This is an optimization exercise on Yosys and OpenROAD, whose aim is small area, not a production implementation. Only simulation tests tie the RTL to the original design; equivalence was not proved. Power figures rest on the tool's default switching activity, not on a simulated workload.

[flow/design.v]
module fast_ring_thresholder #(
  parameter int PIXEL_WIDTH = 8,
  parameter int RING_SIZE   = 16,
  parameter int ARC_LEN     = 9,
  parameter int DIFF_WIDTH  = PIXEL_WIDTH + 2
) (
  input  logic                              clk,
  input  logic                              rst,
  input  logic                              ce,
  input  logic                              in_valid,
  input  logic [RING_SIZE*PIXEL_WIDTH-1:0]  ring,
  input  logic [PIXEL_WIDTH-1:0]            center,
  input  logic [PIXEL_WIDTH-1:0]            thresh,
  output logic                              out_valid,
  output logic [RING_SIZE*DIFF_WIDTH-1:0]   bright_score,
  output logic [RING_SIZE*DIFF_WIDTH-1:0]   dark_score,
  output logic [RING_SIZE-1:0]              bright_mask,
  output logic [RING_SIZE-1:0]              dark_mask,
  output logic                              bright_corner,
  output logic                              dark_corner,
  output logic                              is_corner
);
  localparam int PW = PIXEL_WIDTH;
  localparam int RW = RING_SIZE * PIXEL_WIDTH;
  logic [RW-1:0]        ring_s1, ring_s2, ring_s3;
  logic [PW-1:0]        center_s1, center_s2;
  logic [PW-1:0]        thresh_s1, thresh_s2;
  logic                 valid_s1, valid_s2, valid_s3, valid_s4;
  logic                 live_s1, live_s2, live_s3;
  logic [RING_SIZE-1:0] side_s3;
  logic [PW-1:0]        n_hi_s3, n_lo_s3;
  logic                 hi_big_s3, lo_neg_s3;
  logic [RW-1:0]        sum_s4;
  logic [RING_SIZE-1:0] bge_s4, n_kge_s4;
  logic [PW:0] hi_sum, lo_dif;
  always_comb begin
    hi_sum = {1'b0, center_s2} + {1'b0, thresh_s2};
    lo_dif = {1'b0, center_s2} - {1'b0, thresh_s2};
  end
  function automatic logic below(input logic [PW-1:0] x, input logic [PW-1:0] y);
    logic c;
    c = 1'b1;
    for (int j = 0; j < PW; j++) begin
      c = (x[j] & ~y[j]) | (x[j] & c) | (~y[j] & c);
    end
    below = ~c;
  endfunction
  function automatic logic [PW:0] padd(input logic [PW-1:0] x, input logic [PW-1:0] y,
                                       input logic cin);
    logic [PW:0]   c;
    logic [PW-1:0] s;
    c[0] = cin;
    for (int j = 0; j < PW; j++) begin
      s[j]   = x[j] ^ y[j] ^ c[j];
      c[j+1] = (x[j] & y[j]) | (x[j] & c[j]) | (y[j] & c[j]);
    end
    padd = {c[PW], s};
  endfunction
  logic [RING_SIZE-1:0] side_d;
  always_comb begin
    for (int i = 0; i < RING_SIZE; i++) begin
      side_d[i] = below(ring_s2[i*PW +: PW], center_s2);
    end
  end
  logic [RW-1:0]        sum_d;
  logic [RING_SIZE-1:0] bge_d, n_kge_d;
  always_comb begin
    for (int i = 0; i < RING_SIZE; i++) begin
      logic [PW:0] r;
      r = padd(ring_s3[i*PW +: PW], side_s3[i] ? n_lo_s3 : n_hi_s3, ~side_s3[i]);
      sum_d[i*PW +: PW] = r[PW-1:0];
      bge_d[i] = live_s3 & ~side_s3[i] & r[PW] & ~hi_big_s3;
      n_kge_d[i] = ~(live_s3 & side_s3[i] & ~r[PW] & ~lo_neg_s3);
    end
  end
  always_ff @(posedge clk) begin
    if (ce) begin
      ring_s1   <= ring;
      ring_s2   <= ring_s1;
      ring_s3   <= ring_s2;
      center_s1 <= center;
      center_s2 <= center_s1;
      thresh_s1 <= thresh;
      thresh_s2 <= thresh_s1;
      side_s3   <= side_d;
      n_hi_s3   <= ~hi_sum[PW-1:0];
      hi_big_s3 <= hi_sum[PW];
      n_lo_s3   <= ~lo_dif[PW-1:0];
      lo_neg_s3 <= lo_dif[PW];
      sum_s4    <= sum_d;
    end
  end
  always_ff @(posedge clk or posedge rst) begin
    if (rst) begin
      valid_s1 <= 1'b0;
      valid_s2 <= 1'b0;
      valid_s3 <= 1'b0;
      valid_s4 <= 1'b0;
      live_s1  <= 1'b0;
      live_s2  <= 1'b0;
      live_s3  <= 1'b0;
      bge_s4   <= '0;
      n_kge_s4 <= '1;
    end else if (ce) begin
      valid_s1 <= in_valid;
      valid_s2 <= valid_s1;
      valid_s3 <= valid_s2;
      valid_s4 <= valid_s3;
      live_s1  <= 1'b1;
      live_s2  <= live_s1;
      live_s3  <= live_s2;
      bge_s4   <= bge_d;
      n_kge_s4 <= n_kge_d;
    end
  end
  function automatic logic arc_hit(input logic [RING_SIZE-1:0] m);
    logic [2*RING_SIZE-1:0] dbl;
    logic                   hit;
    dbl = {m, m};
    hit = 1'b0;
    for (int s = 0; s < RING_SIZE; s++) begin
      if (&dbl[s +: ARC_LEN]) hit = 1'b1;
    end
    arc_hit = hit;
  endfunction
  always_comb begin
    for (int i = 0; i < RING_SIZE; i++) begin
      logic [PW-1:0] r;
      r = sum_s4[i*PW +: PW];
      bright_mask[i] = bge_s4[i] & (|r);
      dark_mask[i]   = ~(n_kge_s4[i] | (&r));
      bright_score[i*DIFF_WIDTH +: DIFF_WIDTH] = {2'b00, r & {PW{bge_s4[i]}}};
      dark_score[i*DIFF_WIDTH +: DIFF_WIDTH]   = {2'b00, ~(r | {PW{n_kge_s4[i]}})};
    end
    out_valid     = valid_s4;
    bright_corner = arc_hit(bright_mask);
    dark_corner   = arc_hit(dark_mask);
    is_corner     = bright_corner | dark_corner;
  end
endmodule
[flow/flow/run.sh]
#!/bin/bash
# The standard layout (standard.sh, unchanged synthesis), with two changes:
#  - the port buffers are made from the smallest buffer cell;
#  - clock tree synthesis clusters more sinks per leaf buffer and inserts no dummy loads.
# Each tool's output goes to the ORFS logs under orfs/logs; make's own output to standard.log.
export BUFFER_PORTS_ARGS="-buffer_cell sky130_fd_sc_hd__buf_1"
export CTS_ARGS="-sink_clustering_enable -repair_clock_nets -dont_use_dummy_load -sink_clustering_size 20 -sink_clustering_max_diameter 60 -buf_list {sky130_fd_sc_hd__clkbuf_8}"
bash standard.sh > standard.log 2>&1
[flow/standard.sh]
#!/bin/bash
# synth_recipe.tcl (not shown) runs the flow's synth.tcl, then flattens the netlist and writes it again
# the make line also repeats each setting of config.mk as NAME=value (left out here)
make -C /OpenROAD-flow-scripts/flow DESIGN_CONFIG=/design/flow/config.mk WORK_HOME=/design/flow/orfs CLKGATE_MAP_FILE= SYNTH_SCRIPT=/design/flow/synth_recipe.tcl "${@:-finish}"
[flow/config.mk]
export PLATFORM = sky130hd
export DESIGN_NAME = fast_ring_thresholder
export DESIGN_NICKNAME = fast_ring_thresholder
export VERILOG_FILES = /design/flow/design.v
export SDC_FILE = /design/flow/constraint.sdc
export NUM_CORES = 4
export LEC_CHECK = 0
export CAP_MARGIN = 20
export CORE_MARGIN = 2
export CORE_UTILIZATION = 70
export SETUP_SLACK_MARGIN = 0.15
export SLEW_MARGIN = 20
[flow/constraint.sdc]
create_clock -name core_clock -period 4.0 [get_ports {clk}]
set_input_delay 0.8000 -clock core_clock [delete_from_list [all_inputs] [get_ports {clk}]]
set_output_delay 0.8000 -clock core_clock [all_outputs]
set_load 0.01 [all_outputs]
==> qor.csv, run 1 <==
metric;value;unit
synth top area cells;edfxtp_1 62%, fa_1 9.4%, mux2_2 4.1%, and2_1 2.9%, nor2_1 2.2%;
measured slew at the worst slew-check pin;1.22;ns
Post-Syn Instances;1797;
#FFs+latches synth;616;
die height;203;um
VDD IR max;0.383;mV
Die Area;41400;um2
Min-Delay Startpoint;ring[68];
FF-to-FF Start;n_lo_s3[0];
core area;39500;um2
Worst EP arrival;4.42;ns
# nets final;2599;
DRC viols;0;
Placed Instance Area;30400;um2
Hold Vio Cnt, Final;0;
clock slew at reported path FFs;0.12;ns
Highest Clock Rate;256;MHz
simple logic cell fraction of the synthesized area;7.87;%
Post-Route WL;71300;um
vias in the first global route;16235;
TritonCTS clock tree;done;
number of buffers added on ports;439;
n_diodes;0;
antenna-violating nets left;0;
GRT overflow;0;
Ys Warns;1;
post-synthesis mux area share;4.70;%
fin crit period;3.91;ns
# Max-Cap Violations;0;
Detailed Route Iter0 Violations;1973;
HPWL after DPL;49800;um
outcome;timing/DRC/antenna clean;
Compound-Gate Fraction of Synth Area;3.83;%
worst min-delay path class;primary input to register;
Area growth, synth to finish;12.9;%
hold_buf cts;0;
post-synth top area share;62.3;%
routed len/inst;25.2;um
Num CTS Buffers;39;
Clk Latency, worst-skew pair;0.63;ns
Leakage;11.0;nW
setup slack, reg-to-reg;0.09;ns
GPL Wtd Cong;0.931;
top_reg_cell synth;edfxtp_1;
Pre-antenna DRT Iters;7;
Post-synth EDFFs;577;
mapped cell area;27800;um2
Worst Path Max Fanout;5;
GRT Util Overall;34.0;%
CTS Sinks;616;
power per cell area;464;nW/um2
Adder-Cell Fraction of Synth Area;13.0;%
Post-Synth XOR/XNOR Area;0.346;%
row count;73;
max-slew violation count;0;
vias per cell;6.08;
initial antenna violation count;1;
Worst Setup End Kind;register;
largest family of logic cells by synthesized area;adder cells;
Mapped Avg Cell Area;15.5;um2
Worst R2R Path Depth;12;
clock root buffer;clkbuf_8;
hold slack;0.316;ns
Hold Path Depth;1;
total number of vias;17183;
fillers;2234;
post-route clock period utilization;97.7;%
H-tree depth;2;
WP buf/inv;4;
R2R Path End;sum_s4[111];
asr flop ratio synth;6.33;%
Final Setup Violations;0;
I/O pins;504;
post-synth cell types;54;
initial core utilization;70.5;%
crit path launch type;register;
CP max-delay cell;fa_1;
cells along the critical path;buf_6 -> buf_12 -> fa_2 -> fa_2 -> fa_2 -> fa_2 -> fa_2 -> fa_2 -> fa_2 -> inv_2 -> fa_1 -> inv_1;
first-pass GRT wire length;99900;um
sequential-to-total area share from yosys stat;65.9;%
Worst Hold End;ring_s1[68];
CP max stage delay;0.42;ns
unrepaired setup endpoints after global routing;yes;
CP Data Required Time;4.51;ns
post-synth top area cell;edfxtp_1;
layout cell share with drive strength beyond 1;18.4;%
cell mode on critical path;fa_2;
design area;31400;um2
Layout Skew;0.0567;ns
Die X;203;um
largest net degree at the start of global routing;164;
Max Root-Sink Buffers;3;
CP Class;register to register;
Largest delay share family, worst path;adder cells;
final core utilization;79.6;%
Slew headroom;18.4;%
## placed cells by master, fill, tap and decap left out, types with 23 or more instances in the layout
cell type	Yosys	layout
maj3_1	58	58
conb_1	1	64
mux2_2	102	102
edfxtp_1	577	577
buf_1	4	438
inv_1	123	106
fa_2	0	112
nor4_1	25	24
dfrtp_1	23	23
buf_4	64	82
nor2_1	162	161
and2_1	129	129
a21oi_1	37	36
nand4_1	34	34
clkbuf_8	0	39
## state kept, by name, indices dropped and copies added (netlist names), 7 cells and up
name	count
n_hi_s3	7
n_kge_s4	16
bge_s4	16
thresh_s1	8
thresh_s2	8
side_s3	16
n_lo_s3	8
center_s2	8
ring_s2	128
ring_s1	128
center_s1	8
sum_s4	128
ring_s3	128
## worst max-delay path by stage
stage	to	cells past startpoint	from	slack [ns]
after floorplan	sum_s4[47]	10	n_lo_s3[0]	-0.01
after global placement	sum_s4[31]	11	n_lo_s3[0]	0.23
after detailed placement	sum_s4[111]	11	n_lo_s3[0]	0.06
after CTS	sum_s4[47]	11	n_lo_s3[0]	0.11
after global routing	sum_s4[47]	12	n_lo_s3[0]	0.02
final	sum_s4[111]	12	n_lo_s3[0]	0.09
## metrics by stage
step	power (mW)	instances	setup TNS, ns	setup slack [ns]
5_1_grt	15.2	2828	0	0.0192
3_3_place_gp	11.6	2753	0	0.227
6_report	14.6	2828	0	0.0907
4_1_cts	14.4	2798	0	0.114
3_5_place_dp	11.8	2754	0	0.0645
2_1_floorplan	10.3	1860	-0.0112	-0.0112
## layout make-up
cell class	count	area [um2]	share of cell area (%)
Multi-Input combinational cell	987	8870	28.3
Inverter	126	473	1.51
Sequential cell	616	18300	58.4
Clock buffer	39	537	1.71
Timing Repair Buffer	535	2540	8.08
Tap cell	525	657	2.09
## routing by layer
metal,share of wire (%),GRT usage (%)
met2,49,55.4
met5,0,0
met1,36,45.6
met3,10,6.04
met4,4.7,15.5
## where the power goes
group	leakage (nW)	internal [mW]	total, mW	switching (mW)
sequential	6.10	8.07	8.89	0.818
clock	0.280	0.885	2.68	1.79
combinational	4.65	1.29	3.01	1.72
total	11.0	10.2	14.6	4.33
## kinds of logic after synthesis
kind of cell | after synthesis
DFF | 616
buffers and inverters | 257
AOI/OAI and AO/OA | 151
muxes | 118
xor gates and xnor gates | 11
adders and majority gates | 225
other | 1
and+or+nand+nor | 418
## cells in the mapped netlist, types with 14 or more instances
| cell type | n |
|---|---|
| nand2b_1 | 21 |
| nor4_1 | 25 |
| a31oi_1 | 19 |
| o2bb2ai_1 | 14 |
| a21oi_1 | 37 |
| maj3_2 | 21 |
| dfrtp_1 | 23 |
| o32ai_1 | 16 |
| fa_1 | 130 |
| inv_1 | 123 |
| mux2i_1 | 16 |
| and2_1 | 129 |
| nand4_1 | 34 |
| edfxtp_1 | 577 |
| clkbuf_1 | 61 |
| nor2_1 | 162 |
| nor2b_1 | 18 |
| mux2_2 | 102 |
| ha_1 | 16 |
| maj3_1 | 58 |
| o221ai_1 | 15 |
| buf_4 | 64 |
| dfstp_2 | 16 |
| o21bai_1 | 16 |
## repair_timing
action	in CTS	in global routing
gates cloned	0	2
gates resized for setup	11	16
setup buffers	5	27
pin swaps	3	7
endpoints found under the setup margin	10	17
==> run 2: changes to the inputs <==
==> flow/flow/run.sh (replaced) <==
#!/bin/bash
# The standard layout (standard.sh, unchanged synthesis), with three changes:
#  - the port buffers are made from the smallest buffer cell;
#  - clock tree synthesis clusters more sinks per leaf buffer and inserts no dummy loads;
#  - the constant-0 outputs share one tie cell instead of one tie cell each.
# Each tool's output goes to the ORFS logs under orfs/logs; make's own output to standard.log.
export BUFFER_PORTS_ARGS="-buffer_cell sky130_fd_sc_hd__buf_1"
export CTS_ARGS="-sink_clustering_enable -repair_clock_nets -dont_use_dummy_load -sink_clustering_size 18 -sink_clustering_max_diameter 60 -buf_list {sky130_fd_sc_hd__clkbuf_8}"
export SKIP_REPAIR_TIE_FANOUT=1
bash standard.sh > standard.log 2>&1
--- a/flow/config.mk
+++ b/flow/config.mk
@@ -10,3 +10,3 @@
 export CORE_UTILIZATION = 70
-export SETUP_SLACK_MARGIN = 0.15
+export SETUP_SLACK_MARGIN = 0.2
 export SLEW_MARGIN = 20
==> run 2 against run 1 <==
Compared with the run above:
- area after synthesis did not move
- utilization decreased by 0.77 points
- still clean
- worst hold slack got worse by 0.053 ns
- final area shrank 0.96%
==> qor.csv, run 2 <==
metric;value;unit;change
Leakage;10.8;nW;was 11.0 nW
hold_buf cts;0;;unchanged
measured slew at the worst slew-check pin;1.24;ns;was 1.22 ns
CP Data Required Time;3.20;ns;was 4.51 ns
Clk Latency, worst-skew pair;0.67;ns;was 0.63 ns
hold slack;0.263;ns;was 0.316 ns
clock slew at reported path FFs;0.11;ns;was 0.12 ns
Worst EP arrival;3.03;ns;was 4.42 ns
Area growth, synth to finish;11.8;%;was 12.9%
fin crit period;3.83;ns;was 3.91 ns
post-synth cell types;54;;unchanged
routed len/inst;25.5;um;was 25.2 um
I/O pins;504;;unchanged
Largest delay share family, worst path;compound AO/OA/AOI/OAI gates;;was adder cells
post-synth top area cell;edfxtp_1;;unchanged
vias in the first global route;16499;;was 16.2k
outcome;timing/DRC/antenna clean;;unchanged
largest net degree at the start of global routing;163;;was 164
worst setup slack after layout;0.169;ns;was 0.0907 ns
leading cell types in the layout, fill and taps excluded;577 x edfxtp_1, 437 x buf_1, 161 x nor2_1;;was 577 x edfxtp_1, 438 x buf_1, 161 x nor2_1
grt met2 use;56.9;%;was 55.4%
Max Root-Sink Buffers;3;;unchanged
Mapped Avg Cell Area;15.5;um2;unchanged
WP buf/inv;3;;was 4
Highest Clock Rate;261;MHz;was 256 MHz
mapped cell area;27800;um2;unchanged
antenna-violating nets left;0;;unchanged
post-route clock period utilization;95.8;%;was 97.7%
GRT overflow;0;;unchanged
initial antenna violation count;0;;was 1
sequential-to-total area share from yosys stat;65.9;%;unchanged
Ys Warns;1;;unchanged
post-synth top area share;62.3;%;unchanged
dpl ws;0.213;ns;was 0.0645 ns
unrepaired setup endpoints after global routing;yes;;unchanged
Worst Setup End Kind;output port;;was register
Final TNS setup;0;ns;unchanged
GRT Util Overall;34.1;%;was 34.0%
CTS Sinks;616;;unchanged
fillers;2261;;was 2234
Final Setup Violations;0;;unchanged
Post-synth EDFFs;577;;unchanged
cells along the critical path;or4_1 -> o21ai_1 -> inv_1 -> o211ai_1 -> a221oi_2 -> a31oi_2 -> o21ai_1 -> buf_4 -> buf_1;;was buf_6 -> buf_12 -> fa_2 -> fa_2 -> fa_2 -> fa_2 -> fa_2 -> fa_2 -> fa_2 -> inv_2 -> fa_1 -> inv_1
row count;73;;unchanged
n_diodes;0;;unchanged
Slew headroom;17.5;%;was 18.4%
Placed Instance Area;30200;um2;was 30400 um2
asr flop ratio synth;6.33;%;unchanged
Num CTS Buffers;42;;was 39
core area;39500;um2;unchanged
die height;203;um;unchanged
clock root buffer;clkbuf_8;;unchanged
Layout Skew;0.0657;ns;was 0.0567 ns
most common cell after layout, fill and taps aside;edfxtp_1;;unchanged
CP max-delay cell;or4_1;;was fa_1
VDD IR max;0.377;mV;was 0.383 mV
# Max-Cap Violations;0;;unchanged
worst min-delay path class;primary input to asynchronous set/reset pin;;was primary input to register
#FFs+latches synth;616;;unchanged
synth top area cells;edfxtp_1 62%, fa_1 9.4%, mux2_2 4.1%, and2_1 2.9%, nor2_1 2.2%;;unchanged
Post-Route WL;70400;um;was 71300 um
H-tree depth;2;;unchanged
Post-Syn Instances;1797;;unchanged
# nets final;2534;;was 2599
GPL Wtd Cong;0.925;;was 0.931
first-pass GRT wire length;100000;um;was 99900 um
HPWL after DPL;49300;um;was 49800 um
design area;31100;um2;was 31400 um2
Hold Vio Cnt, Final;0;;unchanged
layout cell share with drive strength beyond 1;19.2;%;was 18.4%
CP Class;register to output port;;was register to register
vias per cell;6.13;;was 6.08
TritonCTS clock tree;done;;unchanged
max-slew violation count;0;;unchanged
top post-synthesis cells by count;577 x edfxtp_1, 162 x nor2_1, 130 x fa_1;;unchanged
initial core utilization;70.5;%;unchanged
cell mode on critical path;o21ai_1;;was fa_2
global-route met1 utilization;43.4;%;was 45.6%
gr busiest metal;met2;;unchanged
Die X;203;um;unchanged
crit path launch type;register;;unchanged
top_reg_cell synth;edfxtp_1;;unchanged
Detailed Route Iter0 Violations;2135;;was 1973
Pre-antenna DRT Iters;8;;was 7
total number of vias;16924;;was 17.2k
GR Util met3;5.96;%;was 6.04%
CP max stage delay;0.55;ns;was 0.42 ns
Worst Path Max Fanout;4;;was 5
final total power;14.6;mW;about the same
power per cell area;469;nW/um2;was 464 nW/um2
most numerous cell in the Yosys netlist;edfxtp_1;;unchanged
number of buffers added on ports;439;;unchanged
Die Area;41400;um2;unchanged
DRC viols;0;;unchanged
-- run 2: cell counts after synthesis --
No cell type changed its count.
-- run 2: worst register-to-register path: cells and delay by family (launching register included) --
family	cells	cell delay (ns)
flops	1	0.46
fa+ha+maj	8	2.95
buf+inv	3	0.32
-- run 2: logic make-up after synthesis --
logic type / share of synthesized area [%]
buffers and inverters: 4.36
AOI/OAI and AO/OA: 3.83
adders and majority gates: 13.0
muxes: 4.70
xor gates and xnor gates: 0.346
and+or+nand+nor: 7.87
other: 0.0135
DFF: 65.9
-- run 2: timing repair --
item | in CTS | in global routing
buffers inserted | 13 | 16
pin swaps | 0 | 10
resized for setup | 11 | 19
endpoints found under the setup margin | 7 | 20
-- run 2: worst paths after layout --
kind,start,end,slack (ns),depth (start not counted)
min reg2reg,thresh_s1[5],thresh_s2[5],0.39,0
max,sum_s4[100],bright_corner,0.17,9
min,rst,bge_s4[8],0.26,2
max in group asynchronous,rst,n_kge_s4[4],2.98,3
max reg2reg,n_lo_s3[0],sum_s4[71],0.21,11
min in group core_clock,ring[85],ring_s1[85],0.28,1
-- run 2: per-stage QoR --
stage                     cells  util (%)
after detailed placement   2692      76.6
after global routing       2763      78.8
after CTS                  2747      78.3
final                      2763      78.8
after global placement     2692      76.6
after floorplan            1797         -
-- run 2: layout make-up --
cell class / count / area, um2 / area share, %
Inverter: 126 / 474 / 1.53
Tap cell: 525 / 657 / 2.11
Multi-Input combinational cell: 924 / 8640 / 27.8
Sequential cell: 616 / 18300 / 58.9
Timing Repair Buffer: 530 / 2420 / 7.79
Clock buffer: 42 / 578 / 1.86
-- run 2: power by group --
group | switching, mW | internal [mW] | leakage (nW)
registers | 0.843 | 8.07 | 6.10
clock network | 1.84 | 0.948 | 0.302
logic | 1.63 | 1.23 | 4.37
total | 4.32 | 10.3 | 10.8
-- run 2: metal layers --
metal  routed length [um]  vias to the layer above  share of wire [%]
met1                24600                     8375                 35
met3                 6750                      242                9.6
met4                 4250                        0                6.0
li1                     -                     7275                  -
met5                    0                        -                  0
met2                34800                     1032                 49
==> run 3: changes to the inputs <==
--- a/flow/flow/run.sh
+++ b/flow/flow/run.sh
@@ -7,3 +7,3 @@
 export BUFFER_PORTS_ARGS="-buffer_cell sky130_fd_sc_hd__buf_1"
-export CTS_ARGS="-sink_clustering_enable -repair_clock_nets -dont_use_dummy_load -sink_clustering_size 18 -sink_clustering_max_diameter 60 -buf_list {sky130_fd_sc_hd__clkbuf_8}"
+export CTS_ARGS="-sink_clustering_enable -repair_clock_nets -dont_use_dummy_load -sink_clustering_size 30 -sink_clustering_max_diameter 60 -buf_list {sky130_fd_sc_hd__clkbuf_16}"
 export SKIP_REPAIR_TIE_FANOUT=1
--- a/flow/config.mk
+++ b/flow/config.mk
@@ -10,3 +10,3 @@
 export CORE_UTILIZATION = 70
-export SETUP_SLACK_MARGIN = 0.2
+export SETUP_SLACK_MARGIN = 0.15
 export SLEW_MARGIN = 20
==> run 3 against run 2 <==
Compared with the run above:
- routed wire length shrank 1.1%
- sequential cell count is the same
- via count shrank 0.13%
- largest cell class unchanged
- global-route usage shrank 0.22 points
- worst setup slack gained 0.018 ns
- still clean
- critical endpoint is now is_corner
- clock power grew about 30%
- final area grew 0.28%
==> qor.csv, run 3 <==
metric;value;unit;change
VDD IR max;0.368;mV;was 0.377 mV
top post-synthesis cells by count;577 x edfxtp_1, 162 x nor2_1, 130 x fa_1;;unchanged
WP buf/inv;2;;was 3
Compound-Gate Fraction of Synth Area;3.83;%;unchanged
number of buffers added on ports;439;;unchanged
TritonCTS clock tree;done;;unchanged
most numerous cell in the Yosys netlist;edfxtp_1;;unchanged
GPL Wtd Cong;0.908;;was 0.925
Detailed Route Iter0 Violations;2055;;was 2135
total number of vias;16902;;about the same
Worst EP arrival;3.01;ns;was 3.03 ns
I/O pins;504;;unchanged
Clk Latency, worst-skew pair;0.57;ns;was 0.67 ns
hold_buf cts;0;;unchanged
Slew headroom;19.5;%;was 17.5%
Worst Setup End Kind;output port;;unchanged
Die X;203;um;unchanged
outcome;timing/DRC/antenna clean;;unchanged
largest family of logic cells by synthesized area;adder cells;;unchanged
cells along the critical path;nand4_1 -> o21bai_1 -> nor2_1 -> o221ai_1 -> a41oi_1 -> a211oi_1 -> buf_4 -> o211ai_1 -> buf_1;;was or4_1 -> o21ai_1 -> inv_1 -> o211ai_1 -> a221oi_2 -> a31oi_2 -> o21ai_1 -> buf_4 -> buf_1
Post-synth EDFFs;577;;unchanged
post-synth top area share;62.3;%;unchanged
Post-Route WL;69600;um;was 70400 um
CP Class;register to output port;;unchanged
mapped cell area;27800;um2;unchanged
top_reg_cell synth;edfxtp_1;;unchanged
leading cell types in the layout, fill and taps excluded;577 x edfxtp_1, 438 x buf_1, 161 x nor2_1;;was 577 x edfxtp_1, 437 x buf_1, 161 x nor2_1
measured slew at the worst slew-check pin;1.21;ns;was 1.24 ns
final core utilization;79.0;%;was 78.8%
Leakage;10.8;nW;about the same
Max Root-Sink Buffers;3;;unchanged
clock root buffer;clkbuf_16;;was clkbuf_8
routed len/inst;25.4;um;was 25.5 um
Post-Syn Instances;1797;;unchanged
CTS Sinks;616;;unchanged
synth top area cells;edfxtp_1 62%, fa_1 9.4%, mux2_2 4.1%, and2_1 2.9%, nor2_1 2.2%;;unchanged
largest net degree at the start of global routing;189;;was 163
Num CTS Buffers;38;;was 42
HPWL after DPL;48200;um;was 49300 um
CP Data Required Time;3.20;ns;about the same
sequential-to-total area share from yosys stat;65.9;%;unchanged
clock slew at reported path FFs;0.11;ns;about the same
Ys Warns;1;;unchanged
power per cell area;492;nW/um2;was 469 nW/um2
simple logic cell fraction of the synthesized area;7.87;%;unchanged
vias in the first global route;16318;;was 16.5k
layout cell share with drive strength beyond 1;17.5;%;was 19.2%
hold slack;0.378;ns;was 0.263 ns
Worst Path Max Fanout;4;;unchanged
initial core utilization;70.5;%;unchanged
Layout Skew;0.0368;ns;was 0.0657 ns
Die Area;41400;um2;unchanged
Largest delay share family, worst path;compound AO/OA/AOI/OAI gates;;unchanged
post-synth cell types;54;;unchanged
post-synth top area cell;edfxtp_1;;unchanged
post-synthesis mux area share;4.70;%;unchanged
Highest Clock Rate;262;MHz;was 261 MHz
GRT overflow;0;;unchanged
row count;73;;unchanged
asr flop ratio synth;6.33;%;unchanged
max-slew violation count;0;;unchanged
Adder-Cell Fraction of Synth Area;13.0;%;unchanged
H-tree depth;2;;unchanged
die height;203;um;unchanged
worst min-delay path class;primary input to asynchronous set/reset pin;;unchanged
crit path launch type;register;;unchanged
#FFs+latches synth;616;;unchanged
unrepaired setup endpoints after global routing;yes;;unchanged
Pre-antenna DRT Iters;6;;was 8
most common cell after layout, fill and taps aside;edfxtp_1;;unchanged
fin crit period;3.81;ns;was 3.83 ns
CP max stage delay;0.51;ns;was 0.55 ns
antenna-violating nets left;0;;unchanged
CP max-delay cell;edfxtp_1;;was or4_1
post-route clock period utilization;95.3;%;was 95.8%
Final Setup Violations;0;;unchanged
GRT Util Overall;33.9;%;was 34.1%
initial antenna violation count;0;;unchanged
DRC viols;0;;unchanged
FF-to-FF Start;n_lo_s3[0];;unchanged
CP startpoint;sum_s4[103];;was sum_s4[100]
vias per cell;6.18;;was 6.13
# nets final;2507;;was 2534
Hold Vio Cnt, Final;0;;unchanged
first-pass GRT wire length;99900;um;was 100000 um
fillers;2244;;was 2261
# Max-Cap Violations;0;;unchanged
core area;39500;um2;unchanged
Final TNS setup;0;ns;unchanged
Post-Synth XOR/XNOR Area;0.346;%;unchanged
Area growth, synth to finish;12.1;%;was 11.8%
Mapped Avg Cell Area;15.5;um2;unchanged
-- run 3: cell count changes in the layout (fill, tap and decap cells not counted), sizes merged --
| cell | previous run | this run |
|---|---|---|
| clkbuf | 43 | 39 |
| buf | 529 | 506 |
| diode | 0 | 1 |
-- run 3: power by group --
part | leakage (nW) | total, mW | internal (mW) | switching (mW)
clock | 0.468 | 3.61 | 1.69 | 1.92
sequential | 6.10 | 8.97 | 8.08 | 0.888
combinational | 4.24 | 2.75 | 1.17 | 1.58
total | 10.8 | 15.3 | 10.9 | 4.39
-- run 3: worst reg2reg max path, cell delays in order (launching register included) --
cell	delay, ns
edfxtp_1	0.45
buf_6	0.21
fa_2	0.37
fa_2	0.35
fa_2	0.36
fa_2	0.35
fa_2	0.36
fa_2	0.35
fa_2	0.34
inv_2	0.06
fa_1	0.41
inv_1	0.06
-- run 3: repair_timing --
action | CTS | global route
buffers inserted | 1 | 7
endpoints found under the setup margin | 3 | 15
resized for setup | 3 | 5
cloned | 0 | 0
pin swaps | 0 | 7
-- run 3: area by class of cell --
| type | count | area (um2) | share of cell area [%] |
|---|---|---|---|
| clock buffers | 38 | 951 | 3.05 |
| multi-input cells | 924 | 8580 | 27.5 |
| flip-flops and latches | 616 | 18300 | 58.8 |
| repair buffers | 507 | 2190 | 7.03 |
| diodes | 1 | 2.50 | 0.00803 |
| inverters | 126 | 474 | 1.52 |
| well taps | 525 | 657 | 2.11 |
-- run 3: cells by family after synthesis --
group           count (synthesis)
compound gates                151
xor+xnor                       11
fa+ha+maj                     225
buf+inv                       257
flops                         616
mux                           118
other cells                     1
simple gates                  418
-- run 3: worst paths after layout --
| check | cells past startpoint | slack, ns | endpoint |
|---|---|---|---|
| min in group core_clock | 1 | 0.38 | ring_s1[58] |
| hold reg to reg | 0 | 0.41 | ring_s2[28] |
| setup reg to reg | 11 | 0.20 | sum_s4[39] |
| hold / removal | 2 | 0.38 | bge_s4[6] |
| setup / recovery | 9 | 0.19 | is_corner |
| max in group asynchronous | 3 | 2.90 | n_kge_s4[2] |
-- run 3: per-layer routing --
layer	up-vias	share of wire, %	track usage [%]
li1	7207	-	-
met1	8466	37	46.4
met2	1075	49	55.4
met3	154	10	6.20
met4	0	3.6	12.9
met5	-	0	0
-- run 3: per-stage QoR --
step / power [mW] / cell area [um2] / std cells / setup slack [ns]
2_1_floorplan: 10.3 / 28100 / 1797 / -0.0112
3_3_place_gp: 11.6 / 30100 / 2690 / 0.252
3_5_place_dp: 11.8 / 30100 / 2690 / 0.165
4_1_cts: 15.3 / 31100 / 2729 / 0.122
5_1_grt: 15.9 / 31200 / 2736 / 0.0992
6_report: 15.3 / 31200 / 2737 / 0.187
==> run 4: changes to the inputs <==
--- a/flow/flow/run.sh
+++ b/flow/flow/run.sh
@@ -7,3 +7,3 @@
 export BUFFER_PORTS_ARGS="-buffer_cell sky130_fd_sc_hd__buf_1"
-export CTS_ARGS="-sink_clustering_enable -repair_clock_nets -dont_use_dummy_load -sink_clustering_size 30 -sink_clustering_max_diameter 60 -buf_list {sky130_fd_sc_hd__clkbuf_16}"
+export CTS_ARGS="-sink_clustering_enable -repair_clock_nets -dont_use_dummy_load -sink_clustering_size 18 -sink_clustering_max_diameter 60 -buf_list {sky130_fd_sc_hd__clkbuf_8} -root_buf sky130_fd_sc_hd__clkbuf_16"
 export SKIP_REPAIR_TIE_FANOUT=1
==> run 4 against run 3 <==
Compared with the run above:
- worst setup slack lost 0.023 ns
- total power is 4.3% lower
- die area unchanged
- count of clock-buffer cells in the layout up 5
- routed wire length decreased by 0.45%
- final area down 0.85%
- sequential power about the same
- sequential cell count did not move
- combinational power hardly changed
- area after synthesis unchanged
- critical endpoint is now sum_s4[79]
- largest cell class unchanged
- highest routed layer unchanged
==> qor.csv, run 4 <==
metric;value;unit;change
antenna-violating nets left;0;;unchanged
clock root buffer;clkbuf_16;;unchanged
Finished Layout Cells;2746;;was 2737
Post-synth EDFFs;577;;unchanged
Worst EP arrival;4.28;ns;was 3.01 ns
Pre-antenna DRT Iters;6;;unchanged
GPL Wtd Cong;0.908;;unchanged
top post-synthesis cells by count;577 x edfxtp_1, 162 x nor2_1, 130 x fa_1;;unchanged
VDD IR max;0.346;mV;was 0.368 mV
core area;39500;um2;unchanged
synth top area cells;edfxtp_1 62%, fa_1 9.4%, mux2_2 4.1%, and2_1 2.9%, nor2_1 2.2%;;unchanged
fillers;2295;;was 2244
most numerous cell in the Yosys netlist;edfxtp_1;;unchanged
hold_buf cts;0;;unchanged
number of buffers added on ports;439;;unchanged
worst min-delay path class;primary input to asynchronous set/reset pin;;unchanged
top_reg_cell synth;edfxtp_1;;unchanged
Leakage;10.7;nW;was 10.8 nW
sequential-to-total area share from yosys stat;65.9;%;unchanged
design area;30900;um2;was 31200 um2
most common cell after layout, fill and taps aside;edfxtp_1;;unchanged
I/O pins;504;;unchanged
post-route clock period utilization;95.9;%;was 95.3%
cell mode on critical path;fa_2;;
vias in the first global route;16252;;about the same
HPWL after DPL;48200;um;unchanged
CP Data Required Time;4.44;ns;was 3.20 ns
Die X;203;um;unchanged
first-pass GRT wire length;99600;um;was 99900 um
worst setup slack after layout;0.165;ns;was 0.187 ns
initial core utilization;70.5;%;unchanged
Area growth, synth to finish;11.1;%;was 12.1%
CTS Sinks;616;;unchanged
Max Root-Sink Buffers;3;;unchanged
Placed Instance Area;30100;um2;unchanged
largest net degree at the start of global routing;189;;unchanged
CP max stage delay;0.46;ns;was 0.51 ns
placed cell count;2690;;unchanged
power per cell area;475;nW/um2;was 492 nW/um2
GRT overflow;0;;unchanged
initial antenna violation count;0;;unchanged
post-synth cell types;54;;unchanged
Post-Syn Instances;1797;;unchanged
Post-Route WL;69300;um;was 69600 um
Worst Setup End Kind;register;;was output port
crit path launch type;register;;unchanged
WP buf/inv;3;;was 2
clock slew at reported path FFs;0.11;ns;about the same
Slew headroom;18.8;%;was 19.5%
GRT Util Overall;33.8;%;was 33.9%
Die Area;41400;um2;unchanged
Largest delay share family, worst path;adder cells;;was compound AO/OA/AOI/OAI gates
Final TNS setup;0;ns;unchanged
Final Setup Violations;0;;unchanged
final core utilization;78.4;%;was 79.0%
cells along the critical path;buf_4 -> fa_2 -> fa_2 -> fa_2 -> fa_2 -> fa_2 -> fa_2 -> fa_2 -> inv_2 -> fa_1 -> inv_1;;was nand4_1 -> o21bai_1 -> nor2_1 -> o221ai_1 -> a41oi_1 -> a211oi_1 -> buf_4 -> o211ai_1 -> buf_1
row count;73;;unchanged
routed len/inst;25.2;um;was 25.4 um
measured slew at the worst slew-check pin;1.22;ns;was 1.21 ns
# nets final;2516;;was 2507
Ys Warns;1;;unchanged
TritonCTS clock tree;done;;unchanged
Worst Path Max Fanout;6;;was 4
vias per cell;6.15;;was 6.18
fin crit period;3.84;ns;was 3.81 ns
hold slack;0.384;ns;was 0.378 ns
mapped cell area;27800;um2;unchanged
CP Class;register to register;;was register to output port
max-slew violation count;0;;unchanged
Hold Vio Cnt, Final;0;;unchanged
CP max-delay cell;edfxtp_1;;unchanged
outcome;timing/DRC/antenna clean;;unchanged
Layout Skew;0.0377;ns;was 0.0368 ns
leading cell types in the layout, fill and taps excluded;577 x edfxtp_1, 438 x buf_1, 161 x nor2_1;;unchanged
# Max-Cap Violations;0;;unchanged
Detailed Route Iter0 Violations;2002;;was 2055
H-tree depth;2;;unchanged
Clk Latency, worst-skew pair;0.57;ns;about the same
die height;203;um;unchanged
Highest Clock Rate;261;MHz;was 262 MHz
Num CTS Buffers;43;;was 38
layout cell share with drive strength beyond 1;17.9;%;was 17.5%
DRC viols;0;;unchanged
unrepaired setup endpoints after global routing;yes;;unchanged
#FFs+latches synth;616;;unchanged
Mapped Avg Cell Area;15.5;um2;unchanged
post-synth top area cell;edfxtp_1;;unchanged
post-synth top area share;62.3;%;unchanged
total number of vias;16878;;about the same
final total power;14.7;mW;was 15.3 mW
asr flop ratio synth;6.33;%;unchanged
dpl ws;0.165;ns;unchanged
[run 4: worst register-to-register path, cell delays in order (launching register included)]
cell      delay (ns)
edfxtp_1        0.46
buf_4           0.23
fa_2            0.36
fa_2            0.35
fa_2            0.35
fa_2            0.35
fa_2            0.37
fa_2            0.37
fa_2            0.35
inv_2           0.07
fa_1            0.40
inv_1           0.06
[run 4: timing repair]
action,CTS,global route
gates resized for setup,5,6
pin swaps,0,2
cloned,0,0
setup buffers,1,11
setup endpoints to repair,3,16
[run 4: path summary, 6_finish.rpt]
kind	startpoint	to	slack, ns	cells past startpoint
min reg2reg	ring_s1[57]	ring_s2[57]	0.40	0
max reg2reg	n_lo_s3[0]	sum_s4[79]	0.16	11
max	n_lo_s3[0]	sum_s4[79]	0.16	11
min	rst	valid_s2	0.38	2
min in group core_clock	ring[91]	ring_s1[91]	0.39	1
max in group asynchronous	rst	n_kge_s4[2]	2.89	3
[run 4: power breakdown]
| part | switching (mW) | leakage, nW | total, mW | internal [mW] |
|---|---|---|---|---|
| clock | 1.85 | 0.335 | 2.94 | 1.09 |
| sequential | 0.878 | 6.10 | 8.96 | 8.08 |
| combinational | 1.59 | 4.26 | 2.78 | 1.19 |
| total | 4.32 | 10.7 | 14.7 | 10.4 |
[run 4: logic make-up after synthesis]
| logic type | after synthesis | share of synthesized area, % |
|---|---|---|
| flops | 616 | 65.9 |
| simple gates | 418 | 7.87 |
| buf+inv | 257 | 4.36 |
| fa+ha+maj | 225 | 13.0 |
| compound gates | 151 | 3.83 |
| mux | 118 | 4.70 |
| xor+xnor | 11 | 0.346 |
| other cells | 1 | 0.0135 |
[run 4: metal layers]
metal	global-route usage (%)	vias to the layer above	wire, um
li1	-	7220	-
met1	46.0	8460	25700
met2	55.0	1029	33900
met3	6.74	169	7020
met4	13.0	0	2730
met5	0	-	0
[run 4: layout make-up]
| cell class | instances | area [um2] | area share, % |
|---|---|---|---|
| Antenna cell | 1 | 2.50 | 0.00809 |
| Clock buffer | 43 | 648 | 2.10 |
| Inverter | 126 | 474 | 1.53 |
| Multi-Input combinational cell | 924 | 8590 | 27.8 |
| Sequential cell | 616 | 18300 | 59.3 |
| Tap cell | 525 | 657 | 2.12 |
| Timing Repair Buffer | 511 | 2220 | 7.18 |
==> run 5: changes to the inputs <==
--- a/flow/config.mk
+++ b/flow/config.mk
@@ -9,3 +9,3 @@
 export CORE_MARGIN = 2
-export CORE_UTILIZATION = 70
+export CORE_UTILIZATION = 78
 export SETUP_SLACK_MARGIN = 0.15
==> run 5 against run 4 <==
Compared with the run above:
- critical path type unchanged
- non-clock buffer count fell by 4
- area after synthesis did not move
- final area barely moved
- worst hold slack got worse by 0.0014 ns
- critical endpoint is now sum_s4[7]
- critical path depth did not move
- sequential power barely moved
==> qor.csv, run 5 <==
metric;value;unit;change
post-synth top area share;62.3;%;unchanged
GRT overflow;0;;unchanged
outcome;timing/DRC/antenna clean;;unchanged
post-route clock period utilization;97.2;%;was 95.9%
post-synth cell types;54;;unchanged
top_reg_cell synth;edfxtp_1;;unchanged
Worst EP arrival;4.32;ns;was 4.28 ns
Area growth, synth to finish;11.0;%;was 11.1%
synth top area cells;edfxtp_1 62%, fa_1 9.4%, mux2_2 4.1%, and2_1 2.9%, nor2_1 2.2%;;unchanged
CP Data Required Time;4.43;ns;was 4.44 ns
Min-Delay Startpoint;center_s1[3];;
clock slew at reported path FFs;0.12;ns;was 0.11 ns
top post-synthesis cells by count;577 x edfxtp_1, 162 x nor2_1, 130 x fa_1;;unchanged
GRT Util Overall;39.1;%;was 33.8%
I/O pins;504;;unchanged
measured slew at the worst slew-check pin;1.22;ns;about the same
unrepaired setup endpoints after global routing;yes;;unchanged
TritonCTS clock tree;done;;unchanged
Worst R2R Path Depth;11;;unchanged
post-synth top area cell;edfxtp_1;;unchanged
Clk Latency, worst-skew pair;0.58;ns;was 0.57 ns
sequential-to-total area share from yosys stat;65.9;%;unchanged
power per cell area;476;nW/um2;was 475 nW/um2
Die X;193;um;was 203 um
leading cell types in the layout, fill and taps excluded;577 x edfxtp_1, 438 x buf_1, 161 x nor2_1;;unchanged
design area;30900;um2;about the same
Post-Syn Instances;1797;;unchanged
antenna-violating nets left;0;;unchanged
Worst Setup End Kind;register;;unchanged
Num CTS Buffers;41;;was 43
H-tree depth;2;;unchanged
layout cell share with drive strength beyond 1;17.9;%;about the same
Layout Skew;0.0515;ns;was 0.0377 ns
FF-to-FF Start;n_lo_s3[0];;unchanged
worst min-delay path class;register to register;;was primary input to asynchronous set/reset pin
routed len/inst;26.9;um;was 25.2 um
CP startpoint;n_lo_s3[0];;unchanged
CP Class;register to register;;unchanged
final core utilization;87.5;%;was 78.4%
Worst Path Max Fanout;9;;was 6
initial core utilization;78.8;%;was 70.5%
fin crit period;3.89;ns;was 3.84 ns
clock root buffer;clkbuf_16;;unchanged
asr flop ratio synth;6.33;%;unchanged
largest net degree at the start of global routing;97;;was 189
most common cell after layout, fill and taps aside;edfxtp_1;;unchanged
crit path launch type;register;;unchanged
Final TNS setup;0;ns;unchanged
Leakage;10.7;nW;about the same
row count;69;;was 73
mapped cell area;27800;um2;unchanged
HPWL after DPL;49900;um;was 48200 um
Max Root-Sink Buffers;3;;unchanged
Hold Vio Cnt, Final;0;;unchanged
Final Setup Violations;0;;unchanged
hold slack;0.383;ns;was 0.384 ns
max-slew violation count;0;;unchanged
final total power;14.7;mW;about the same
DRC viols;0;;unchanged
vias per cell;6.43;;was 6.15
Pre-antenna DRT Iters;6;;unchanged
setup slack, reg-to-reg;0.11;ns;was 0.16 ns
most numerous cell in the Yosys netlist;edfxtp_1;;unchanged
Highest Clock Rate;257;MHz;was 261 MHz
total number of vias;17208;;was 16.9k
die height;193;um;was 203 um
Slew headroom;19.0;%;was 18.8%
CTS Sinks;616;;unchanged
#FFs+latches synth;616;;unchanged
Mapped Avg Cell Area;15.5;um2;unchanged
initial antenna violation count;1;;was 0
# Max-Cap Violations;0;;unchanged
number of buffers added on ports;439;;unchanged
core area;35300;um2;was 39500 um2
# nets final;2510;;was 2516
crit path capture;sum_s4[7];;was sum_s4[79]
Post-synth EDFFs;577;;unchanged
VDD IR max;0.456;mV;was 0.346 mV
Post-Route WL;71900;um;was 69300 um
R2R Path End;sum_s4[7];;was sum_s4[79]
Ys Warns;1;;unchanged
Die Area;37200;um2;was 41400 um2
Placed Instance Area;30100;um2;about the same
Detailed Route Iter0 Violations;2211;;was 2002
first-pass GRT wire length;101000;um;was 99600 um
vias in the first global route;16568;;was 16.3k
GPL Wtd Cong;0.900;;was 0.908
==> run 5: cell types whose count changed in the layout (fill, tap and decap cells not counted), moves of 2 or more <==
| cell | delta |
|---|---|
| buf_4 | -10 |
| clkbuf_8 | -2 |
| o21bai_1 | -2 |
| o21ai_0 | -3 |
| o21ai_1 | +3 |
| buf_12 | +5 |
| o21bai_2 | +2 |
==> run 5: per-layer routing <==
layer  GRT usage, %  share of wire [%]
met5              0                  0
met2           63.6                 49
met4           24.3                7.0
met1           48.0                 32
met3           9.09                 12
==> run 5: worst min-delay path by stage <==
stage | end | cells past startpoint
after floorplan | center_s2[0] | 0
after global placement | ring_s2[78] | 0
after detailed placement | ring_s2[112] | 0
after CTS | thresh_s1[5] | 1
after global routing | ring_s1[90] | 1
final | center_s2[3] | 0
==> run 5: layout make-up <==
class | instances | area [um2]
inverter | 126 | 474
multi-input combinational | 924 | 8610
tap | 461 | 577
clock buffer | 41 | 621
sequential | 616 | 18300
timing repair buffer | 507 | 2270
fill | 1495 | 4420
antenna | 2 | 5.00
==> run 5: stage by stage <==
| stage | worst slack (ns) | instances |
|---|---|---|
| finish | 0.111 | 2677 |
| global placement | 0.262 | 2620 |
| global route | 0.0295 | 2675 |
| floorplan | -0.0112 | 1797 |
| CTS | 0.0934 | 2663 |
| detailed placement | 0.118 | 2621 |
==> run 5: cell families (layout without fill, tap and decap cells) <==
group | after synthesis | in the layout | synth area share (%)
and+or+nand+nor | 418 | 418 | 7.87
muxes | 118 | 118 | 4.70
adders and majority gates | 225 | 225 | 13.0
buffers and inverters | 257 | 674 | 4.36
DFF | 616 | 616 | 65.9
other | 1 | 3 | 0.0135
xor gates and xnor gates | 11 | 11 | 0.346
AOI/OAI and AO/OA | 151 | 151 | 3.83
==> run 5: critical path, cell delays in order, from the launching register on <==
cell and delay [ns]:
edfxtp_1 0.45, buf_6 0.21, fa_2 0.36, fa_2 0.37
fa_2 0.36, fa_2 0.35, fa_2 0.34, fa_2 0.37
fa_2 0.37, inv_2 0.07, fa_1 0.42, inv_1 0.07
==> run 5: what timing repair did <==
| action | in CTS | in global routing |
|---|---|---|
| pin swaps | 1 | 7 |
| setup endpoints to repair | 12 | 20 |
| buffers inserted | 1 | 12 |
| gates resized for setup | 12 | 8 |
| hold buffers | 0 | 0 |
==> run 5: power by group <==
part	total [mW]	leakage (nW)	internal (mW)	switching [mW]
Sequential	8.96	6.10	8.07	0.887
Clock	2.88	0.320	1.04	1.84
Combinational	2.86	4.28	1.21	1.65
Total	14.7	10.7	10.3	4.37
==> run 6: changes to the inputs <==
--- a/flow/config.mk
+++ b/flow/config.mk
@@ -9,4 +9,4 @@
 export CORE_MARGIN = 2
-export CORE_UTILIZATION = 78
-export SETUP_SLACK_MARGIN = 0.15
+export CORE_UTILIZATION = 70
+export SETUP_SLACK_MARGIN = 0.06
 export SLEW_MARGIN = 20
==> run 6 against run 5 <==
Compared with the run above:
- area after synthesis is the same
- largest power group unchanged
- routed wire length shrank 0.81%
- worst setup slack worse by 0.068 ns
- maximum frequency is 1.7% lower
- sequential power barely moved
- via count down 2.8%
- clock skew decreased by 0.0058 ns
==> qor.csv, run 6 <==
metric;value;unit;change
outcome;timing/DRC/antenna clean;;unchanged
Mapped Avg Cell Area;15.5;um2;unchanged
setup slack, reg-to-reg;0.04;ns;was 0.11 ns
Max Root-Sink Buffers;3;;unchanged
Clk Latency, worst-skew pair;0.58;ns;about the same
most numerous cell in the Yosys netlist;edfxtp_1;;unchanged
die height;203;um;was 193 um
VDD IR max;0.388;mV;was 0.456 mV
Slew headroom;14.8;%;was 19.0%
Area growth, synth to finish;11.2;%;was 11.0%
most common cell after layout, fill and taps aside;edfxtp_1;;unchanged
clock root buffer;clkbuf_16;;unchanged
Die Area;41400;um2;was 37200 um2
measured slew at the worst slew-check pin;1.28;ns;was 1.22 ns
first-pass GRT wire length;100000;um;was 101000 um
mapped cell area;27800;um2;unchanged
max-slew violation count;0;;unchanged
leading cell types in the layout, fill and taps excluded;577 x edfxtp_1, 438 x buf_1, 161 x nor2_1;;unchanged
power per cell area;475;nW/um2;was 476 nW/um2
design area;30900;um2;about the same
multi-input logic area;8580;um2;was 8610 um2
vias per cell;6.11;;was 6.43
Post-Route WL;71300;um;was 71900 um
crit path launch type;register;;unchanged
I/O pins;504;;unchanged
GRT Util Overall;34.3;%;was 39.1%
routed len/inst;26.1;um;was 26.9 um
fillers;2315;;was 1495
GPL Wtd Cong;0.928;;was 0.900
number of buffers added on ports;439;;unchanged
initial core utilization;70.5;%;was 78.8%
sequential-to-total area share from yosys stat;65.9;%;unchanged
asr flop ratio synth;6.33;%;unchanged
register area;18300;um2;unchanged
post-synth cell types;54;;unchanged
Worst Path Max Fanout;4;;was 9
Detailed Route Iter0 Violations;2313;;was 2211
Ys Warns;1;;unchanged
initial antenna violation count;1;;unchanged
synth top area cells;edfxtp_1 62%, fa_1 9.4%, mux2_2 4.1%, and2_1 2.9%, nor2_1 2.2%;;unchanged
FF-to-FF Start;n_lo_s3[0];;unchanged
Post-synth EDFFs;577;;unchanged
worst min-delay path class;primary input to asynchronous set/reset pin;;was register to register
total number of vias;16720;;was 17.2k
R2R Path End;sum_s4[63];;was sum_s4[7]
CP Class;register to register;;unchanged
hold slack;0.208;ns;was 0.383 ns
# nets final;2507;;was 2510
Pre-antenna DRT Iters;6;;unchanged
Highest Clock Rate;253;MHz;was 257 MHz
Layout Skew;0.0457;ns;was 0.0515 ns
row count;73;;was 69
antenna-violating nets left;0;;unchanged
Worst R2R Path Depth;12;;was 11
CP startpoint;n_lo_s3[0];;unchanged
fin crit period;3.96;ns;was 3.89 ns
top_reg_cell synth;edfxtp_1;;unchanged
Leakage;10.7;nW;about the same
post-synth top area cell;edfxtp_1;;unchanged
core area;39500;um2;was 35300 um2
Num CTS Buffers;42;;was 41
H-tree depth;2;;unchanged
Placed Instance Area;30100;um2;about the same
top post-synthesis cells by count;577 x edfxtp_1, 162 x nor2_1, 130 x fa_1;;unchanged
Final Setup Violations;0;;unchanged
CTS Sinks;616;;unchanged
GRT overflow;0;;unchanged
clock slew at reported path FFs;0.10;ns;was 0.12 ns
Hold Vio Cnt, Final;0;;unchanged
unrepaired setup endpoints after global routing;yes;;unchanged
vias in the first global route;16127;;was 16.6k
#FFs+latches synth;616;;unchanged
Worst EP arrival;4.38;ns;was 4.32 ns
Worst Setup End Kind;register;;unchanged
DRC viols;0;;unchanged
Post-Syn Instances;1797;;unchanged
post-route clock period utilization;98.9;%;was 97.2%
layout cell share with drive strength beyond 1;17.4;%;was 17.9%
# Max-Cap Violations;0;;unchanged
largest net degree at the start of global routing;186;;was 97
TritonCTS clock tree;done;;unchanged
HPWL after DPL;49600;um;was 49900 um
crit path capture;sum_s4[63];;was sum_s4[7]
CP Data Required Time;4.42;ns;was 4.43 ns
Die X;203;um;was 193 um
post-synth top area share;62.3;%;unchanged
run 6: timing repair:
item                       4_1_cts  5_1_grt
hold buffers                     0        0
buffers inserted                 0        2
gates resized for setup         15       25
pin swaps                        3       27
cloned                           0        1
setup endpoints to repair       12       19
run 6: cells by family after synthesis:
group	count (synthesis)	synth area share (%)
AOI/OAI and AO/OA	151	3.83
xor gates and xnor gates	11	0.346
adders and majority gates	225	13.0
buffers and inverters	257	4.36
DFF	616	65.9
muxes	118	4.70
other	1	0.0135
and+or+nand+nor	418	7.87
run 6: final cells by class:
cell class | instances | share of cell area (%)
flip-flops and latches | 616 | 59.2
multi-input cells | 924 | 27.8
repair buffers | 503 | 7.30
well taps | 525 | 2.12
clock buffers | 42 | 2.05
inverters | 126 | 1.53
diodes | 1 | 0.00809
run 6: worst min path at each step:
stage / from / end / slack, ns / cells after the start
finish: rst / bge_s4[6] / 0.21 / 2
floorplan: center_s1[0] / center_s2[0] / 0.40 / 0
CTS: rst / bge_s4[6] / 0.19 / 2
global route: rst / bge_s4[6] / 0.20 / 2
detailed placement: center_s1[5] / center_s2[5] / 0.40 / 0
global placement: center_s1[3] / center_s2[3] / 0.40 / 0
run 6: worst max-delay path, stage by stage (launching register included):
cell and delay (ns):
edfxtp_1 0.43, buf_6 0.16, clkbuf_16 0.17, fa_2 0.34
fa_2 0.36, fa_2 0.35, fa_2 0.35, fa_2 0.35
fa_2 0.39, fa_2 0.37, inv_2 0.07, fa_1 0.41
inv_1 0.06
run 6: power by group:
group / internal (mW) / switching, mW / leakage [nW]
sequential: 8.08 / 0.864 / 6.10
combinational: 1.20 / 1.63 / 4.26
clock: 1.07 / 1.85 / 0.328
run 6: routing by layer:
| metal | track usage (%) | part of all wire (%) | up-vias |
|---|---|---|---|
| li1 | - | - | 7201 |
| met1 | 45.5 | 36 | 8288 |
| met2 | 55.7 | 49 | 1037 |
| met3 | 5.78 | 9.9 | 194 |
| met4 | 17.5 | 5.1 | 0 |
| met5 | 0 | 0 | - |
run 6: through the flow:
| step | std cells | setup slack, ns | power [mW] | util [%] | setup TNS [ns] |
|---|---|---|---|---|---|
| 5_1_grt | 2737 | -0.0673 | 15.3 | 78.4 | -0.321 |
| 3_3_place_gp | 2689 | 0.124 | 11.6 | 76.4 | 0 |
| 4_1_cts | 2731 | 0.0138 | 14.6 | 78.1 | 0 |
| 3_5_place_dp | 2689 | 0.0302 | 11.8 | 76.4 | 0 |
| 6_report | 2737 | 0.0429 | 14.7 | 78.4 | 0 |
| 2_1_floorplan | 1797 | -0.0952 | 10.3 | - | -0.0952 |
==> run 7: changes to the inputs <==
--- a/flow/config.mk
+++ b/flow/config.mk
@@ -10,3 +10,3 @@
 export CORE_UTILIZATION = 70
-export SETUP_SLACK_MARGIN = 0.06
+export SETUP_SLACK_MARGIN = 0.1
 export SLEW_MARGIN = 20
==> run 7 against run 6 <==
Compared with the run above:
- clock skew grew 0.0096 ns
- clock power is essentially flat
- worst hold slack lost 0.036 ns
- utilization grew 0.092 points
- synthesized cell count is the same
- worst setup slack gained 0.063 ns
- maximum frequency grew 1.6%
- global-route usage is essentially flat
- largest power group unchanged
==> qor.csv, run 7 <==
metric;value;unit;change
outcome;timing/DRC/antenna clean;;unchanged
measured slew at the worst slew-check pin;1.26;ns;was 1.28 ns
Clk Latency, worst-skew pair;0.57;ns;was 0.58 ns
cell mode on critical path;fa_2;;unchanged
Ys Warns;1;;unchanged
Largest delay share family, worst path;adder cells;;unchanged
CP Data Required Time;4.43;ns;was 4.42 ns
I/O pins;504;;unchanged
Die X;203;um;unchanged
fillers;2293;;was 2315
number of buffers added on ports;439;;unchanged
# Max-Cap Violations;0;;unchanged
hold_buf cts;0;;unchanged
H-tree depth;2;;unchanged
Worst Setup End Kind;register;;unchanged
top sig layer;met4;;unchanged
#FFs+latches synth;616;;unchanged
unrepaired setup endpoints after global routing;yes;;unchanged
# nets final;2510;;was 2507
Leakage;10.7;nW;about the same
Post-synth EDFFs;577;;unchanged
post-synth cell types;54;;unchanged
initial core utilization;70.5;%;unchanged
post-synth top area cell;edfxtp_1;;unchanged
Pre-antenna DRT Iters;6;;unchanged
mapped cell area;27800;um2;unchanged
WP buf/inv;4;;unchanged
Worst EP arrival;4.32;ns;was 4.38 ns
Area growth, synth to finish;11.3;%;was 11.2%
Hold Vio Cnt, Final;0;;unchanged
max-slew violation count;0;;unchanged
CTS Sinks;616;;unchanged
Highest Clock Rate;257;MHz;was 253 MHz
top_reg_cell synth;edfxtp_1;;unchanged
asr flop ratio synth;6.33;%;unchanged
most common cell after layout, fill and taps aside;edfxtp_1;;unchanged
sequential-to-total area share from yosys stat;65.9;%;unchanged
fin crit period;3.89;ns;was 3.96 ns
die height;203;um;unchanged
Worst path depth;12;;unchanged
worst min-delay path class;primary input to asynchronous set/reset pin;;unchanged
top post-synthesis cells by count;577 x edfxtp_1, 162 x nor2_1, 130 x fa_1;;unchanged
crit path launch type;register;;unchanged
Worst Path Max Fanout;6;;was 4
GRT overflow;0;;unchanged
final total power;14.7;mW;about the same
CP max-delay cell;fa_1;;was edfxtp_1
initial antenna violation count;3;;was 1
cells along the critical path;buf_6 -> buf_12 -> fa_2 -> fa_2 -> fa_2 -> fa_2 -> fa_2 -> fa_2 -> fa_2 -> inv_2 -> fa_1 -> inv_1;;was buf_6 -> clkbuf_16 -> fa_2 -> fa_2 -> fa_2 -> fa_2 -> fa_2 -> fa_2 -> fa_2 -> inv_2 -> fa_1 -> inv_1
TritonCTS clock tree;done;;unchanged
largest net degree at the start of global routing;171;;was 186
Slew headroom;16.1;%;was 14.8%
first-pass GRT wire length;99500;um;was 100000 um
VDD IR max;0.391;mV;was 0.388 mV
Post-Syn Instances;1797;;unchanged
Die Area;41400;um2;unchanged
post-synth top area share;62.3;%;unchanged
Worst R2R Path Depth;12;;unchanged
routed len/inst;25.9;um;was 26.1 um
leading cell types in the layout, fill and taps excluded;577 x edfxtp_1, 438 x buf_1, 161 x nor2_1;;unchanged
synth top area cells;edfxtp_1 62%, fa_1 9.4%, mux2_2 4.1%, and2_1 2.9%, nor2_1 2.2%;;unchanged
clock slew at reported path FFs;0.10;ns;about the same
Final Setup Violations;0;;unchanged
GPL Wtd Cong;0.889;;was 0.928
vias in the first global route;16115;;about the same
post-route clock period utilization;97.4;%;was 98.9%
core area;39500;um2;unchanged
WL met3;7000;um;was 7080 um
vias per cell;6.09;;was 6.11
clock root buffer;clkbuf_16;;unchanged
hold slack;0.172;ns;was 0.208 ns
most numerous cell in the Yosys netlist;edfxtp_1;;unchanged
DRC viols;0;;unchanged
GRT Util Overall;34.2;%;was 34.3%
Post-Route WL;71000;um;was 71300 um
CP Class;register to register;;unchanged
HPWL after DPL;49300;um;was 49600 um
DR WL met2;35000;um;was 34700 um
layout cell share with drive strength beyond 1;17.5;%;was 17.4%
CP max stage delay;0.42;ns;was 0.43 ns
WL met1;25200;um;was 25900 um
Max Root-Sink Buffers;3;;unchanged
Num CTS Buffers;42;;unchanged
Layout Skew;0.0554;ns;was 0.0457 ns
antenna-violating nets left;0;;unchanged
power per cell area;474;nW/um2;was 475 nW/um2
Mapped Avg Cell Area;15.5;um2;unchanged
Detailed Route Iter0 Violations;2113;;was 2313
total number of vias;16699;;about the same
row count;73;;unchanged
[run 7: cell counts after synthesis]
Identical to the previous run, type by type.
[run 7: final timing paths]
path,startpoint,to,slack (ns)
worst min register to register,center_s1[6],center_s2[6],0.36
worst min-delay path,rst,bge_s4[7],0.17
worst max-delay path,n_lo_s3[0],sum_s4[111],0.11
max in group asynchronous,rst,n_kge_s4[0],3.04
min in group core_clock,center_s1[6],center_s2[6],0.36
worst max register to register,n_lo_s3[0],sum_s4[111],0.11
[run 7: report_power, final]
group,switching (mW),internal [mW],leakage (nW)
Combinational,1.58,1.19,4.28
Clock,1.85,1.07,0.328
Sequential,0.910,8.08,6.10
[run 7: worst register-to-register path: cells and delay by family (launching register included)]
family	cells	cell delay [ns]
buf+inv	4	0.46
flops	1	0.39
fa+ha+maj	8	2.93
[run 7: cell families (layout without fill, tap and decap cells)]
group	Yosys count	count (layout)	share of synthesized area [%]
simple gates	418	418	7.87
xor+xnor	11	11	0.346
fa+ha+maj	225	225	13.0
compound gates	151	151	3.83
mux	118	118	4.70
other cells	1	2	0.0135
buf+inv	257	674	4.36
flops	616	616	65.9
[run 7: what timing repair did]
action / CTS / global route
endpoints found under the setup margin: 15 / 20
pin swaps: 0 / 11
cloned: 0 / 1
setup buffers: 1 / 3
resized for setup: 8 / 37
[run 7: layout make-up]
cell class,instances,area (um2),share of cell area [%]
Tap cell,525,657,2.12
Antenna cell,1,2.50,0.00808
Clock buffer,42,634,2.05
Sequential cell,616,18300,59.2
Inverter,126,473,1.53
Multi-Input combinational cell,924,8610,27.8
Timing Repair Buffer,506,2270,7.34
[run 7: layer usage]
layer,track usage [%],vias up
li1,-,7220
met1,44.7,8291
met2,56.9,985
met3,6.18,203
met4,15.8,0
met5,0,-
[run 7: stage by stage]
stage	cells	TNS [ns]	instance area [um2]	setup slack, ns	utilization [%]
floorplan	1797	-0.0406	28100	-0.0406	-
global placement	2690	0	30100	0.147	76.4
detailed placement	2690	0	30100	0.0480	76.4
CTS	2733	0	30800	0.0786	78.0
global route	2740	0	31000	0.0241	78.5
finish	2740	0	31000	0.106	78.5
==> run 8: changes to the inputs <==
--- a/flow/design.v
+++ b/flow/design.v
@@ -116,8 +116,10 @@
   function automatic logic arc_hit(input logic [RING_SIZE-1:0] m);
-    logic [2*RING_SIZE-1:0] dbl;
-    logic                   hit;
-    dbl = {m, m};
+    logic [RING_SIZE-1:0] r2, r4, r8;
+    logic                 hit;
+    for (int s = 0; s < RING_SIZE; s++) r2[s] = m[s] & m[(s + 1) % RING_SIZE];
+    for (int s = 0; s < RING_SIZE; s++) r4[s] = r2[s] & r2[(s + 2) % RING_SIZE];
+    for (int s = 0; s < RING_SIZE; s++) r8[s] = r4[s] & r4[(s + 4) % RING_SIZE];
     hit = 1'b0;
     for (int s = 0; s < RING_SIZE; s++) begin
-      if (&dbl[s +: ARC_LEN]) hit = 1'b1;
+      if (r8[s] & m[(s + ARC_LEN - 1) % RING_SIZE]) hit = 1'b1;
     end
--- a/flow/config.mk
+++ b/flow/config.mk
@@ -10,3 +10,3 @@
 export CORE_UTILIZATION = 70
-export SETUP_SLACK_MARGIN = 0.1
+export SETUP_SLACK_MARGIN = 0.15
 export SLEW_MARGIN = 20
==> run 8 against run 7 <==
Compared with the run above:
- maximum frequency up 2.5%
- combinational power down 2%
- synthesized cell count up 0.61%
- worst hold slack better by 0.22 ns
- critical path type unchanged
- critical endpoint is now sum_s4[87]
- largest cell class unchanged
- largest power group unchanged
- highest routed layer unchanged
==> qor.csv, run 8 <==
metric;value;unit;change
# Max-Cap Violations;0;;unchanged
Final TNS setup;0;ns;unchanged
Mapped Avg Cell Area;15.4;um2;was 15.5 um2
post-synth cell types;55;;was 54
Worst Setup End Kind;register;;unchanged
core area;39500;um2;about the same
# nets final;2512;;was 2510
initial core utilization;70.5;%;about the same
#FFs+latches synth;616;;unchanged
hold slack;0.389;ns;was 0.172 ns
dpl ws;0.185;ns;was 0.0480 ns
sequential-to-total area share from yosys stat;65.7;%;was 65.9%
GRT Util Overall;33.9;%;was 34.2%
post-synth top area cell;edfxtp_1;;unchanged
GPL Wtd Cong;0.958;;was 0.889
max-slew violation count;0;;unchanged
total number of vias;16708;;about the same
leading cell types in the layout, fill and taps excluded;577 x edfxtp_1, 438 x buf_1, 161 x nor2_1;;unchanged
Die Area;41400;um2;about the same
synth top area cells;edfxtp_1 62%, fa_1 9.3%, mux2_2 4.1%, and2_1 2.9%, nor2_1 2.2%;;was edfxtp_1 62%, fa_1 9.4%, mux2_2 4.1%, and2_1 2.9%, nor2_1 2.2%
row count;73;;unchanged
post-synth top area share;62.1;%;was 62.3%
VDD IR max;0.342;mV;was 0.391 mV
Detailed Route Iter0 Violations;1863;;was 2113
GRT overflow;0;;unchanged
Final Setup Violations;0;;unchanged
TritonCTS clock tree;done;;unchanged
setup slack, reg-to-reg;0.20;ns;was 0.11 ns
Worst Hold End;ring_s1[94];;
Highest Clock Rate;263;MHz;was 257 MHz
vias in the first global route;16155;;was 16.1k
FF-to-FF Start;n_lo_s3[0];;unchanged
crit path launch type;register;;unchanged
antenna-violating nets left;0;;unchanged
initial antenna violation count;4;;was 3
number of buffers added on ports;439;;unchanged
unrepaired setup endpoints after global routing;yes;;unchanged
worst min-delay path class;primary input to register;;was primary input to asynchronous set/reset pin
outcome;timing/DRC/antenna clean;;unchanged
most common cell after layout, fill and taps aside;edfxtp_1;;unchanged
CP Class;register to register;;unchanged
Min-Delay Startpoint;ring[94];;
Pre-antenna DRT Iters;6;;unchanged
Max Root-Sink Buffers;3;;unchanged
post-route clock period utilization;95.0;%;was 97.4%
post-CTS setup buffers;0;;was 1
Worst Path Max Fanout;10;;was 6
Num CTS Buffers;43;;was 42
run 8: how the worst max path moves through the flow:
| stage | endpoint | slack (ns) | depth (start not counted) |
|---|---|---|---|
| after floorplan | sum_s4[103] | -0.04 | 10 |
| after CTS | sum_s4[71] | 0.16 | 11 |
| after global routing | sum_s4[111] | 0.09 | 11 |
| after detailed placement | sum_s4[119] | 0.19 | 11 |
| after global placement | sum_s4[119] | 0.22 | 11 |
| final | sum_s4[87] | 0.20 | 11 |
run 8: stage by stage:
stage | std cells | area [um2] | util, %
2_1_floorplan | 1808 | 28200 | -
3_3_place_gp | 2696 | 30200 | 76.4
3_5_place_dp | 2697 | 30200 | 76.5
4_1_cts | 2740 | 30900 | 78.1
5_1_grt | 2742 | 31000 | 78.3
6_report | 2742 | 31000 | 78.3
run 8: cells by family after synthesis:
group,count (synthesis),synth area share [%]
buffers and inverters,262,4.42
DFF,616,65.7
muxes,118,4.69
and+or+nand+nor,422,7.98
other,1,0.0134
xor gates and xnor gates,12,0.377
adders and majority gates,225,13.0
AOI/OAI and AO/OA,152,3.82
run 8: layout make-up:
class | instances | area (um2)
antenna | 1 | 2.50
clock buffer | 43 | 648
fill | 2372 | 8570
inverter | 131 | 492
multi-input combinational | 930 | 8660
sequential | 616 | 18300
tap | 525 | 657
timing repair buffer | 496 | 2200
run 8: power breakdown:
group	total (mW)	internal, mW	switching, mW
Clock	2.94	1.09	1.85
Sequential	9.02	8.08	0.942
Combinational	2.72	1.18	1.54
Total	14.7	10.3	4.33
run 8: critical path, cell delays in order (launching register included):
cell	delay (ns)
edfxtp_1	0.46
buf_6	0.22
fa_2	0.36
fa_2	0.35
fa_2	0.36
fa_2	0.35
fa_2	0.34
fa_2	0.35
fa_2	0.34
inv_2	0.06
fa_1	0.40
inv_1	0.06
run 8: repair_timing:
action,CTS,global route
hold buffers,0,0
gates resized for setup,2,11
pin swaps,0,0
endpoints found under the setup margin,1,14
run 8: layer usage:
layer	share of wire, %	up-vias	track usage (%)
met1	37	8297	44.3
met3	9.3	193	6.76
met4	4.9	0	16.1
li1	-	7222	-
met5	0	-	0
met2	49	996	55.7

Setup slack of run 8, layout unchanged: 0.199 ns with ideal ports, 0.188 ns with driving cells assumed (clock clkbuf_16, inputs buf_2), 0.199 ns with port delays also shifted by the 0.609 ns mid clock arrival.
